Context: an optimization exercise on an open-source flow, tuned for small area and a short achievable clock period. The choices shown serve that exercise and are no tape-out recipe.
For this run, only the layout was checked, not whether the RTL still works.
Power figures rest on the tool's default switching activity, not on a simulated workload.

==> flow/design.v <==
package mips_pkg;
    localparam logic [5:0] opSpecial = 6'b000000;
    localparam logic [5:0] opRegimm  = 6'b000001;
    localparam logic [5:0] opJ       = 6'b000010;
    localparam logic [5:0] opJal     = 6'b000011;
    localparam logic [5:0] opBeq     = 6'b000100;
    localparam logic [5:0] opBne     = 6'b000101;
    localparam logic [5:0] opBlez    = 6'b000110;
    localparam logic [5:0] opBgtz    = 6'b000111;
    localparam logic [5:0] opAddi    = 6'b001000;
    localparam logic [5:0] opAddiu   = 6'b001001;
    localparam logic [5:0] opSlti    = 6'b001010;
    localparam logic [5:0] opSltiu   = 6'b001011;
    localparam logic [5:0] opOri     = 6'b001101;
    localparam logic [5:0] opLui     = 6'b001111;
    localparam logic [5:0] opLw      = 6'b100011;
    localparam logic [5:0] opSw      = 6'b101011;
    localparam logic [5:0] fnJr      = 6'b001000;
    localparam logic [5:0] fnJalr    = 6'b001001;
    localparam logic [5:0] fnAddu    = 6'b100001;
    localparam logic [5:0] fnSlt     = 6'b101010;
    localparam logic [5:0] fnSltu    = 6'b101011;
    localparam logic [4:0] rtBltz    = 5'b00000;
    localparam logic [4:0] rtBgez    = 5'b00001;
    localparam logic [4:0] rtBltzal  = 5'b10000;
    localparam logic [4:0] rtBgezal  = 5'b10001;
    localparam logic [1:0] dselLink  = 2'b00;
    localparam logic [1:0] dselLui   = 2'b01;
    localparam logic [1:0] dselSet   = 2'b10;
    typedef enum logic [2:0] {
        cmpNe   = 3'd0,
        cmpLtz  = 3'd1,
        cmpLez  = 3'd2,
        cmpEq   = 3'd3,
        cmpGez  = 3'd4,
        cmpGtz  = 3'd5,
        cmpTrue = 3'd6,   
        cmpLt   = 3'd7    
    } cmpMode;
    typedef struct packed {
        logic [5:0]                      opcode;
        logic [5-1:0] rs;
        logic [5-1:0] rt;
        logic [5-1:0] rd;
        logic [4:0]                      shamt;
        logic [5:0]                      funct;
    } rFormat;
    typedef struct packed {
        logic [5:0]                      opcode;
        logic [5-1:0] rs;
        logic [5-1:0] rt;
        logic [15:0]                     imm16;
    } iFormat;
    typedef struct packed {
        logic [5:0]  opcode;
        logic [25:0] index26;
    } jFormat;
    typedef union packed {
        rFormat rView;
        iFormat iView;
        jFormat jView;
    } instrUnion;
endpackage
`timescale 1ns/100ps
import mips_pkg::*;
module idController (
    input  mips_pkg::instrUnion inst,
    output logic                zeroB,       
    output logic                signedExt,
    output logic                isBranch,
    output logic                jumpReg,     
    output logic                jumpImm,     
    output logic                isLui,
    output logic                isSet,       
    output logic                setImm,      
    output logic                setSigned,   
    output logic                cEq,         
    output logic                cNe,         
    output logic                cLtz,        
    output logic                cGez,        
    output logic                cLez,        
    output logic                cGtz,        
    output logic                cAlways      
);
    logic [5:0] op;
    logic [4:0] rt;
    logic [5:0] fn;
    logic       isSpecial;
    logic       isRegimm;
    logic       rtLtz;
    logic       rtGez;
    assign op = inst.rView.opcode;
    assign rt = inst.rView.rt;
    assign fn = inst.rView.funct;
    assign isSpecial = (op == opSpecial);
    assign isRegimm  = (op == opRegimm);
    assign rtLtz     = (rt == rtBltz) || (rt == rtBltzal);
    assign rtGez     = (rt == rtBgez) || (rt == rtBgezal);
    assign zeroB     = (isRegimm && (rtLtz || rtGez)) || op == opBlez || op == opBgtz;
    assign signedExt = (op == opAddi)  || (op == opAddiu) ||
                       (op == opBeq)   || (op == opBne)   ||
                       (op == opBlez)  || (op == opBgtz)  ||
                       (op == opRegimm) ||
                       (op == opSlti)  || (op == opSltiu) ||
                       (op == opLw)    || (op == opSw);
    assign jumpReg   = isSpecial && (fn == fnJr || fn == fnJalr);
    assign jumpImm   = (op == opJ) || (op == opJal);
    assign isBranch  = (op == opBeq) || (op == opBne) || (op == opBlez) || (op == opBgtz) ||
                       isRegimm || jumpImm || jumpReg;
    assign isLui     = (op == opLui);
    assign setImm    = (op == opSlti) || (op == opSltiu);
    assign isSet     = setImm || (isSpecial && (fn == fnSlt || fn == fnSltu));
    assign setSigned = (op == opSlti) || (isSpecial && fn == fnSlt);
    assign cEq       = (op == opBeq);
    assign cNe       = (op == opBne);
    assign cLtz      = isRegimm && rtLtz;
    assign cGez      = isRegimm && rtGez;
    assign cLez      = (op == opBlez);
    assign cGtz      = (op == opBgtz);
    assign cAlways   = jumpImm || jumpReg || (isRegimm && !rtLtz && !rtGez);
endmodule
`timescale 1ns/100ps
module idComparer (
    input  logic [32-1:0] a,           
    input  logic [32-1:0] b,           
    input  logic [32-1:0] imm,         
    input  logic                        signedCmp,
    input  logic                        setImm,      
    input  logic                        isSet,       
    input  logic                        data0Other,  
    input  logic                        cEq, cNe, cLtz, cGez, cLez, cGtz, cAlways,
    output logic                        branchTaken,
    output logic                        data0
);
    localparam int W = 32;
    logic eq, neg, zero, ltReg, ltImm, setBit;
    assign eq   = (a == b);
    assign neg  = a[W-1];
    assign zero = ~|a;
    idLess lr (.a(a), .b(b),   .signedCmp(signedCmp), .lt(ltReg));
    idLess li (.a(a), .b(imm), .signedCmp(signedCmp), .lt(ltImm));
    assign setBit = setImm ? ltImm : ltReg;
    assign data0  = isSet ? setBit : data0Other;
    assign branchTaken = (cEq  & eq) | (cNe & ~eq) |
                         (cLtz & neg) | (cGez & ~neg) |
                         (cLez & (neg | zero)) | (cGtz & ~(neg | zero)) |
                         cAlways;
endmodule
module idLess (
    input  logic [32-1:0] a,
    input  logic [32-1:0] b,
    input  logic                        signedCmp,
    output logic                        lt
);
    localparam int W = 32;
    localparam int LV = 5;   
    logic [LV:0][W-1:0] l, e;
    always_comb begin
        l[0] = ~a & b;
        e[0] = ~(a ^ b);
        l[0][W-1] = signedCmp ? (a[W-1] & ~b[W-1]) : (~a[W-1] & b[W-1]);
        for (int k = 0; k < LV; k++) begin
            for (int i = 0; i < W; i++) begin
                if (((i >> k) & 1) == 1) begin
                    l[k+1][i] = l[k][i] | (e[k][i] & l[k][((i >> k) << k) - 1]);
                    e[k+1][i] = e[k][i] & e[k][((i >> k) << k) - 1];
                end else begin
                    l[k+1][i] = l[k][i];
                    e[k+1][i] = e[k][i];
                end
            end
        end
    end
    assign lt = l[LV][W-1];
endmodule
`timescale 1ns/100ps
module idOperand (
    input  logic [15:0]                  imm,
    input  logic [32-1:0]  pc,
    input  logic                         signedExt,
    input  logic                         isLui,
    input  logic                         isSet,
    output logic [32-1:0]  extImm,
    output logic [32-1:0]  idData
);
    logic [32-1:0] pcPlus8;
    logic                        keepPc;    
    assign extImm = {{(32-16){signedExt & imm[15]}}, imm};
    idInc29 inc (.x(pc[32-1:3]), .sum(pcPlus8[32-1:3]));
    assign pcPlus8[2:0] = pc[2:0];
    assign keepPc = ~isLui & ~isSet;
    assign idData = ({imm & {16{isLui}}, 16'h0}) | (pcPlus8 & {32{keepPc}});
endmodule
module idInc29 (
    input  logic [28:0] x,
    output logic [28:0] sum
);
    logic [7:0]  blkOnes;    
    logic [7:0]  blkCin;     
    for (genvar b = 0; b < 8; b++) begin : g_blk
        localparam int LO = 4 * b;
        localparam int HI = (4 * b + 3 > 28) ? 28 : 4 * b + 3;
        logic [HI-LO+1:0] c;     
        assign blkOnes[b] = &x[HI:LO];
        if (b == 0) begin : g_first
            assign blkCin[b] = 1'b1;
        end else begin : g_next
            opAnd2 ca (.a(blkCin[b-1]), .b(blkOnes[b-1]), .y(blkCin[b]));
        end
        assign c[0] = blkCin[b];
        for (genvar k = 0; k <= HI - LO; k++) begin : g_bit
            opHalfAdd ha (.a(x[LO+k]), .b(c[k]), .s(sum[LO+k]), .co(c[k+1]));
        end
    end
endmodule
module opHalfAdd (
    input  logic a,
    input  logic b,
    output logic s,
    output logic co
);
    assign s  = a ^ b;
    assign co = a & b;
endmodule
module opAnd2 (
    input  logic a,
    input  logic b,
    output logic y
);
    assign y = a & b;
endmodule
`timescale 1ns/100ps
module idNextPc (
    input  logic [25:0]                  index26,
    input  logic [32-1:0]  pc,
    input  logic                         signedExt,
    input  logic [32-1:0]  rsValue,
    input  logic                         jumpReg,
    input  logic                         jumpImm,
    output logic [32-1:0]  branchTarget
);
    logic [15:0] imm;
    logic [15:0] lowSum;
    logic        carry;
    logic        negImm;
    logic [13:0] hiCarry;    
    logic [13:0] hiNoCarry;  
    logic [3:0]  region;     
    assign imm    = index26[15:0];
    assign negImm = signedExt & imm[15];
    idLowAdd lowAdd (.a(pc[17:2]), .b(imm), .sum(lowSum), .carry(carry));
    idHiAdjust hiAdj (.hi(pc[31:18]), .neg(negImm), .hiCarry(hiCarry), .hiNoCarry(hiNoCarry));
    idRegion reg4 (.pc(pc[31:2]), .region(region));
    logic        selJr, selJ, selRel;
    logic [32-1:0] jumpTarget;
    logic [32-1:0] relTarget;
    assign selJr  = jumpReg;
    assign selJ   = ~jumpReg & jumpImm;
    assign selRel = ~jumpReg & ~jumpImm;
    assign jumpTarget = {region, index26, 2'b00};
    for (genvar k = 0; k < 14; k++) begin : g_hi
        opMux2 m (.s(carry), .a1(hiCarry[k]), .a0(hiNoCarry[k]), .y(relTarget[18+k]));
    end
    assign relTarget[17:0] = {lowSum, pc[1:0]};
    for (genvar k = 0; k < 32; k++) begin : g_out
        opAo222 o (.a1(rsValue[k]),    .a2(selJr),
                   .b1(jumpTarget[k]), .b2(selJ),
                   .c1(relTarget[k]),  .c2(selRel), .y(branchTarget[k]));
    end
endmodule
module idLowAdd (
    input  logic [15:0] a,
    input  logic [15:0] b,
    output logic [15:0] sum,
    output logic        carry
);
    assign {carry, sum} = {1'b0, a} + {1'b0, b} + 17'd1;
endmodule
module idHiAdjust (
    input  logic [13:0] hi,
    input  logic        neg,
    output logic [13:0] hiCarry,
    output logic [13:0] hiNoCarry
);
    logic [13:0] inc, dec;
    assign inc       = hi + 14'd1;
    assign dec       = hi - 14'd1;
    assign hiCarry   = neg ? hi  : inc;
    assign hiNoCarry = neg ? dec : hi;
endmodule
module idRegion (
    input  logic [29:0] pc,      
    output logic [3:0]  region
);
    assign region = pc[29:26] + {3'b0, &pc[25:0]};
endmodule
module opMux2 (
    input  logic s,
    input  logic a1,
    input  logic a0,
    output logic y
);
    assign y = s ? a1 : a0;
endmodule
module opAo222 (
    input  logic a1, a2, b1, b2, c1, c2,
    output logic y
);
    assign y = (a1 & a2) | (b1 & b2) | (c1 & c2);
endmodule
`timescale 1ns/100ps
module regFile (
    input  logic                            clk,
    input  logic                            rst,
    input  logic [5-1:0] readAddrA,
    input  logic [5-1:0] readAddrB,
    output logic [32-1:0]     readDataA,
    output logic [32-1:0]     readDataB,
    input  logic                            writeEnable,
    input  logic [5-1:0] writeAddr,
    input  logic [32-1:0]     writeData
);
    localparam int N = 32;
    localparam int W = 32;
    logic [N-1:1][W-1:0] regs;
    logic [N-1:1][W-1:0] regsNext;
    logic [N-1:1]        wLive;    
    logic [N-1:1]        wSet;     
    logic [N-1:1]        wHold;    
    logic [1:0][N-1:1]   selA, selB;     
    logic                bypA, bypB;
    logic [3:0] nAh, nBh, nWh;
    logic [7:0] nAl, nBl, nWl;
    rfPredec2 pah (.a(readAddrA[4:3]),  .en(1'b1),        .n(nAh));
    rfPredec3 pal (.a(readAddrA[2:0]),  .n(nAl));
    rfPredec2 pbh (.a(readAddrB[4:3]),  .en(1'b1),        .n(nBh));
    rfPredec3 pbl (.a(readAddrB[2:0]),  .n(nBl));
    rfPredec2 pwh (.a(writeAddr[4:3]),  .en(writeEnable), .n(nWh));
    rfPredec3 pwl (.a(writeAddr[2:0]),  .n(nWl));
    for (genvar i = 1; i < N; i++) begin : g_dec
        rfNor2 wl (.a(nWh[i / 8]), .b(nWl[i % 8]), .y(wLive[i]));
        for (genvar h = 0; h < 2; h++) begin : g_half
            rfNor3 sa (.a(nAh[i / 8]), .b(nAl[i % 8]), .c(wLive[i]), .y(selA[h][i]));
            rfNor3 sb (.a(nBh[i / 8]), .b(nBl[i % 8]), .c(wLive[i]), .y(selB[h][i]));
        end
    end
    assign bypA = writeEnable && (writeAddr == readAddrA) && (readAddrA != '0);
    assign bypB = writeEnable && (writeAddr == readAddrB) && (readAddrB != '0);
    assign wSet  = wLive & {(N-1){~rst}};
    assign wHold = ~wLive & {(N-1){~rst}};
    for (genvar i = 1; i < N; i++) begin : g_row
        for (genvar j = 0; j < W; j++) begin : g_bit
            rfHoldBit hb (.q(regs[i][j]), .hold(wHold[i]), .d(writeData[j]), .set(wSet[i]),
                          .y(regsNext[i][j]));
        end
    end
    always_ff @(posedge clk) begin
        regs <= regsNext;
    end
    for (genvar j = 0; j < W; j++) begin : g_read
        logic [N-2:0] col;
        for (genvar i = 1; i < N; i++) begin : g_col
            assign col[i-1] = regs[i][j];
        end
        rfReadBit ra (.d(col), .sel(selA[j / 16]), .wd(writeData[j]), .byp(bypA),
                      .y(readDataA[j]));
        rfReadBit rb (.d(col), .sel(selB[j / 16]), .wd(writeData[j]), .byp(bypB),
                      .y(readDataB[j]));
    end
endmodule
module rfHoldBit (
    input  logic q,
    input  logic hold,
    input  logic d,
    input  logic set,
    output logic y
);
    assign y = (q & hold) | (d & set);
endmodule
module rfReadBit (
    input  logic [32-2:0] d,
    input  logic [32-2:0] sel,
    input  logic                       wd,
    input  logic                       byp,
    output logic                       y
);
    logic [31:0] dAll, sAll;
    logic [3:0]  grp;
    assign dAll = {wd, d};
    assign sAll = {byp, sel};
    for (genvar g = 0; g < 4; g++) begin : g_grp
        rfRead8 r8 (.d(dAll[8*g +: 8]), .sel(sAll[8*g +: 8]), .y(grp[g]));
    end
    logic lo, hi;
    rfNor2  o01 (.a(grp[0]), .b(grp[1]), .y(lo));
    rfNor2  o23 (.a(grp[2]), .b(grp[3]), .y(hi));
    rfNand2 oAll (.a(lo), .b(hi), .y(y));
endmodule
module rfRead8 (
    input  logic [7:0] d,
    input  logic [7:0] sel,
    output logic       y
);
    assign y = |(d & sel);
endmodule
module rfPredec2 (
    input  logic [1:0] a,
    input  logic       en,
    output logic [3:0] n
);
    logic [1:0] an;
    rfInv i0 (.a(a[0]), .y(an[0]));
    rfInv i1 (.a(a[1]), .y(an[1]));
    rfNand3 d0 (.a(en), .b(an[1]), .c(an[0]), .y(n[0]));
    rfNand3 d1 (.a(en), .b(an[1]), .c(a[0]),  .y(n[1]));
    rfNand3 d2 (.a(en), .b(a[1]),  .c(an[0]), .y(n[2]));
    rfNand3 d3 (.a(en), .b(a[1]),  .c(a[0]),  .y(n[3]));
endmodule
module rfPredec3 (
    input  logic [2:0] a,
    output logic [7:0] n
);
    logic [2:0] an;
    for (genvar b = 0; b < 3; b++) begin : g_inv
        rfInv ib (.a(a[b]), .y(an[b]));
    end
    for (genvar k = 0; k < 8; k++) begin : g_k
        rfNand3 dk (.a(k[2] ? a[2] : an[2]), .b(k[1] ? a[1] : an[1]), .c(k[0] ? a[0] : an[0]),
                    .y(n[k]));
    end
endmodule
module rfInv (
    input  logic a,
    output logic y
);
    assign y = ~a;
endmodule
module rfNand3 (
    input  logic a,
    input  logic b,
    input  logic c,
    output logic y
);
    assign y = ~(a & b & c);
endmodule
module rfNor2 (
    input  logic a,
    input  logic b,
    output logic y
);
    assign y = ~(a | b);
endmodule
module rfNand2 (
    input  logic a,
    input  logic b,
    output logic y
);
    assign y = ~(a & b);
endmodule
module rfNor3 (
    input  logic a,
    input  logic b,
    input  logic c,
    output logic y
);
    assign y = ~(a | b | c);
endmodule
`timescale 1ns/100ps
import mips_pkg::*;
module idStage (
    input  logic                            clk,
    input  logic                            rst,
    input  mips_pkg::instrUnion             inst,
    input  logic [32-1:0]     pc,
    input  logic                            wbWriteEnable,
    input  logic [5-1:0] wbWriteAddr,
    input  logic [32-1:0]     wbWriteData,
    output logic [32-1:0]     rsValue,
    output logic [32-1:0]     rtValue,
    output logic [32-1:0]     extImm,
    output logic [32-1:0]     idData,
    output logic [32-1:0]     branchTarget,
    output logic                            branchTaken,
    output logic                            isBranch
);
    logic zeroB, signedExt, jumpReg, jumpImm, isLui, isSet, setImm, setSigned;
    logic cEq, cNe, cLtz, cGez, cLez, cGtz, cAlways;
    logic [32-1:0] rtRaw;      
    logic [32-1:0] immExt;
    logic data0Other, data0;
    logic [32-1:0] idDataOther;
    idController ctrl (
        .inst(inst), .zeroB(zeroB), .signedExt(signedExt), .isBranch(isBranch),
        .jumpReg(jumpReg), .jumpImm(jumpImm), .isLui(isLui), .isSet(isSet),
        .setImm(setImm), .setSigned(setSigned),
        .cEq(cEq), .cNe(cNe), .cLtz(cLtz), .cGez(cGez), .cLez(cLez), .cGtz(cGtz),
        .cAlways(cAlways)
    );
    regFile grf (
        .clk(clk), .rst(rst),
        .readAddrA(inst.rView.rs), .readAddrB(inst.rView.rt),
        .readDataA(rsValue), .readDataB(rtRaw),
        .writeEnable(wbWriteEnable), .writeAddr(wbWriteAddr), .writeData(wbWriteData)
    );
    assign rtValue = zeroB ? '0 : rtRaw;
    idComparer comparer (
        .a(rsValue), .b(rtRaw), .imm(immExt), .signedCmp(setSigned), .setImm(setImm),
        .isSet(isSet), .data0Other(data0Other),
        .cEq(cEq), .cNe(cNe), .cLtz(cLtz), .cGez(cGez), .cLez(cLez), .cGtz(cGtz),
        .cAlways(cAlways), .branchTaken(branchTaken), .data0(data0)
    );
    idOperand operand (
        .imm(inst.iView.imm16), .pc(pc), .signedExt(signedExt), .isLui(isLui),
        .isSet(isSet), .extImm(immExt), .idData(idDataOther)
    );
    assign data0Other = idDataOther[0];
    assign idData = {idDataOther[32-1:1], data0};
    assign extImm = immExt;
    idNextPc nextPc (
        .index26(inst.jView.index26), .pc(pc), .signedExt(signedExt), .rsValue(rsValue),
        .jumpReg(jumpReg), .jumpImm(jumpImm), .branchTarget(branchTarget)
    );
endmodule
==> flow/flow/run.sh <==
#!/bin/bash
# Layout flow: the standard ORFS flow (standard.sh, which also runs the
# standard synthesis), with two changes:
#  - the buffers that buffer_ports puts on every input and output port are
#    plain buf_2 cells instead of the delay cells it picks by default;
#  - clock tree synthesis clusters up to 20 sinks per leaf buffer and
#    inserts no dummy loads, for a smaller clock tree.
# make's full output goes to flow_make.log here; each ORFS step's log stays
# under orfs/logs/.
set -euo pipefail
bash standard.sh \
    "BUFFER_PORTS_ARGS=-buffer_cell sky130_fd_sc_hd__buf_2" \
    "CTS_ARGS=-sink_clustering_enable -repair_clock_nets -sink_clustering_size 20 -sink_clustering_max_diameter 100 -dont_use_dummy_load" \
    finish > flow_make.log 2>&1
==> flow/standard.sh <==
#!/bin/bash
# synth_recipe.tcl (not shown) runs the flow's synth.tcl, then flattens the netlist and writes it again
# the make line also repeats each setting of config.mk as NAME=value (left out here)
make -C /OpenROAD-flow-scripts/flow DESIGN_CONFIG=/design/flow/config.mk WORK_HOME=/design/flow/orfs CLKGATE_MAP_FILE= SYNTH_SCRIPT=/design/flow/synth_recipe.tcl "${@:-finish}"
==> flow/config.mk <==
export PLATFORM = sky130hd
export DESIGN_NAME = idStage
export DESIGN_NICKNAME = idStage
export VERILOG_FILES = /design/flow/design.v
export SDC_FILE = /design/flow/constraint.sdc
export NUM_CORES = 4
export LEC_CHECK = 0
export CAP_MARGIN = 20
export CORE_MARGIN = 2
export CORE_UTILIZATION = 50
export PLACE_DENSITY = 0.85
export SETUP_SLACK_MARGIN = 3
export SLEW_MARGIN = 20
export SYNTH_HIERARCHICAL = 1
export TNS_END_PERCENT = 10
==> flow/constraint.sdc <==
create_clock -name core_clock -period 11.0 [get_ports {clk}]
set_input_delay 2.2000 -clock core_clock [delete_from_list [all_inputs] [get_ports {clk}]]
set_output_delay 2.2000 -clock core_clock [all_outputs]
set_load 0.01 [all_outputs]
==> run summary <==
-- through the flow --
stage	setup WS (ps)	hold slack [ps]	cells	instance area (um2)
final	2490	517	6419	55600
after global routing	2560	528	6410	55600
after CTS	2730	516	6337	54100
after detailed placement	1620	495	6194	50900
after global placement	1620	489	6190	50800
after floorplan	3160	479	4544	46600
-- Yosys cell counts (all sizes together), types with 27 or more instances --
cell,n,area share
a21oi,36,0.0042
and2,27,0.0037
a22oi,1024,0.17
a222oi,32,0.0069
nand2,104,0.0084
nor3,142,0.029
nor2,218,0.018
inv,131,0.011
nand4,284,0.038
ha,113,0.030
a22o,1008,0.19
buf,55,0.0090
xnor2,55,0.010
nand3,58,0.0062
dfxtp,992,0.43
nor2b,69,0.0093
-- per-module statistics from Yosys, one instance, submodules excluded, excerpt --
module        times used  cells  flops+latches  cell area [um2]
idComparer             1     63              0              502
opMux2                14      1              0             15.0
rfNor2               159      1              0             3.75
rfRead8              256      5              0             36.3
idOperand              1     70              0              546
idHiAdjust             1     87              0              674
opHalfAdd             29      1              0             12.5
idNextPc               1      4              0             22.5
idController           1     40              0              233
-- worst paths after layout --
| check | endpoint | start |
|---|---|---|
| max | idData[0] | inst[23] |
| min | grf.regs[485] | grf.regs[485] |
| max reg2reg | grf.regs[101] | grf.regs[101] |
| min reg2reg | grf.regs[485] | grf.regs[485] |
-- worst max-delay path, cell delays in order --
cell and delay [ps]:
buf_6 160, clkinvlp_4 230, buf_4 210, nand3_4 180
nor3_2 110, buf_6 180, a22oi_1 200, nand4_1 340
nor2_4 300, nand2_4 160, inv_1 90, ha_1 230
nand2_1 70, o21ai_1 80, a221oi_2 290, o211ai_1 240
a311o_1 420, mux2i_4 260, a21oi_4 120, buf_6 170
-- timing repair --
item / CTS / global route
hold buffers: 0 / 0
endpoints found under the setup margin: 10 / 10
cloned: 1 / 2
pin swaps: 82 / 117
setup buffers: 87 / 65
gates resized for setup: 282 / 167
-- layout by cell type, fill, tap and decap left out, types with 78 or more instances in the layout --
cell	Yosys	layout
a22o_1	1008	1008
a22oi_1	1024	1000
buf_2	9	251
buf_4	39	304
dfxtp_1	992	992
ha_1	113	109
inv_1	131	120
nand4_1	284	284
nor2_1	217	78
nor3_2	127	112
-- layout make-up --
cell class	instances	share of cell area
sequential	992	0.357
clock buffer	55	0.0248
inverter	131	0.00939
timing repair buffer	631	0.0839
tap	1243	0.0280
multi-input combinational	3357	0.496
antenna	10	0.000450
-- where the power goes --
part | internal, mW | switching, mW | leakage [nW]
Combinational | 0.220 | 0.536 | 12.0
Sequential | 3.61 | 0.0229 | 8.00
Clock | 0.886 | 1.19 | 0.678
-- cell families (layout without fill, tap and decap cells) --
family | Yosys count | count (layout) | share of synthesized area
other | 3 | 22 | 0.000242
and+or+nand+nor | 965 | 965 | 0.124
AOI/OAI and AO/OA | 2171 | 2171 | 0.378
xor gates and xnor gates | 76 | 76 | 0.0143
DFF | 992 | 992 | 0.427
muxes | 19 | 19 | 0.00562
adders and majority gates | 114 | 114 | 0.0308
buffers and inverters | 195 | 817 | 0.0209
-- per-layer routing --
layer / track usage / vias to the layer above / share of wire
li1: - / 20200 / -
met1: 0.526 / 24000 / 0.35
met2: 0.574 / 5210 / 0.39
met3: 0.213 / 1411 / 0.18
met4: 0.218 / 24 / 0.079
met5: 0.0142 / - / 0.0021
==> summary.md <==
| Metric | Value |
|---|---|
| Status | `complete, no violations` |
| Total CTS buffers | `55` |
| Detail Route Antenna Nets | `0` |
| Tmin final | `8510 ps` |
| Startpoint types | `input pin` |
| Drt total wl | `213 mm` |
| Wire per inst | `33.2 um` |
| Yosys Warn Count | `8` |
| Post-synth EDFFs | `0` |
| Design Power | `6.47 mW` |
| Worst Hold Class | `reg -> reg` |
| Gr usage total | `0.417` |
| Final GP Congestion | `1.08` |
| Leak | `20.6 nW` |
| Final net count | `5386` |
| Vias/cell | `7.91` |
| PwrDens | `116 mW/mm2` |
| Count of cell types in the netlist | `78` |
| Fillers | `7522` |
| Detailed Routing Iterations Pass 1 | `14` |
| CTS Buffer Depth | `3` |
| Die height | `309 um` |
| Regs by FF count | `grf.regs x992` |
| Final setup fails | `0` |
| Core Util, Final | `0.605` |
| Crit share post-route | `0.774` |
| Num rows | `111` |
| # IOs | `266` |
| Die area | `0.0956 mm2` |
| Chip width | `309 um` |
| CTS H-Tree Depth | `2` |
| 1st-iter DRT viols | `10.7k` |
| Register Area | `0.0199 mm2` |
| Fmax achieved | `118 MHz` |
| Final Hold Fails | `0` |
| Dpl hpwl | `136 mm` |
| Peak fanout along the critical path | `16` |
| Largest register FFs | `992` |
| RSZ-0062 raised after global routing | `yes` |
| R2R cell count | `1` |
| Slew @ Worst Pin | `1270 ps` |
| Clock edge transition at the registers on the reported setup and hold paths | `80 ps` |
| Synth Cell Area | `0.0465 mm2` |
| I/O Buffers | `265` |
| Worst skew pair latency | `670 ps` |
| Post-synthesis instance total | `4535` |
| Avg Cell Area, Syn | `10.3 um2` |
| Element type at the critical path end | `primary output` |
| Peak VDD IR | `0.136 mV` |
| Routed via count | `50.8k` |
| TritonCTS clock tree | `built` |
| Most used DFF post-synth | `dfxtp_1` |
| First-pass GRT wire length | `303 mm` |
| Seq cells post-synth | `992` |
| Ys async rst share | `0` |
| Final count of pins violating max slew | `0` |
| Core area | `0.0919 mm2` |
| Post-route DRC | `0` |
| Root Buffer | `clkbuf_16` |
| Critical Path RT | `8800 ps` |
| Fraction of layout cells with a size suffix above 1 | `0.225` |
| Area occupied by multi-input gates | `0.0276 mm2` |
| Area Growth Syn to Fin | `19.4%` |
| Clk_skew | `0 ps` |
| Vias in the first global route | `46.3k` |
| Overflow left after global routing | `0` |
| CTS sink count | `992` |
| Max Cap Viol | `0` |
| Reg with most FFs | `grf.regs` |
| Hold Path Stages | `1` |
| Register area share after synthesis | `0.427` |
| Largest net degree at the start of global routing | `57` |
| Starting Density | `0.506` |
| Reg2reg setup slack | `10280 ps` |
| Setup Crit Path Kind | `in -> out` |
| Slew margin rel. | `0.154` |
| Initial antenna violation count | `16` |
| CP Data Arrival Time | `6310 ps` |
| Setup_tns | `0 ps` |

afterwards: timing with drivers on the ports:
Ports are ideal in the flow. The routed layout listed here was re-timed in OpenROAD.
Step 1 (the two cells are an assumption about what drives the block):
set clk [get_ports {clk}]
set_driving_cell -lib_cell sky130_fd_sc_hd__clkbuf_16 $clk
set_driving_cell -lib_cell sky130_fd_sc_hd__buf_2 [delete_from_list [all_inputs] $clk]
Step 2 also shifts input and output timing later by t, the mid clock arrival at the registers, as if the neighbouring blocks saw the same clock.
Three values: ideal, step 1, step 2; two values: the first two.
t (ns): 0.715
slack for setup (ns): 2.490 / 2.411 / 2.411
worst slew at a driven data input, ns: 0.16
After both steps setup and hold are still met in this run. For this run, drivers alone change the setup slack by -0.079 ns; drivers and shift together by -0.079 ns.
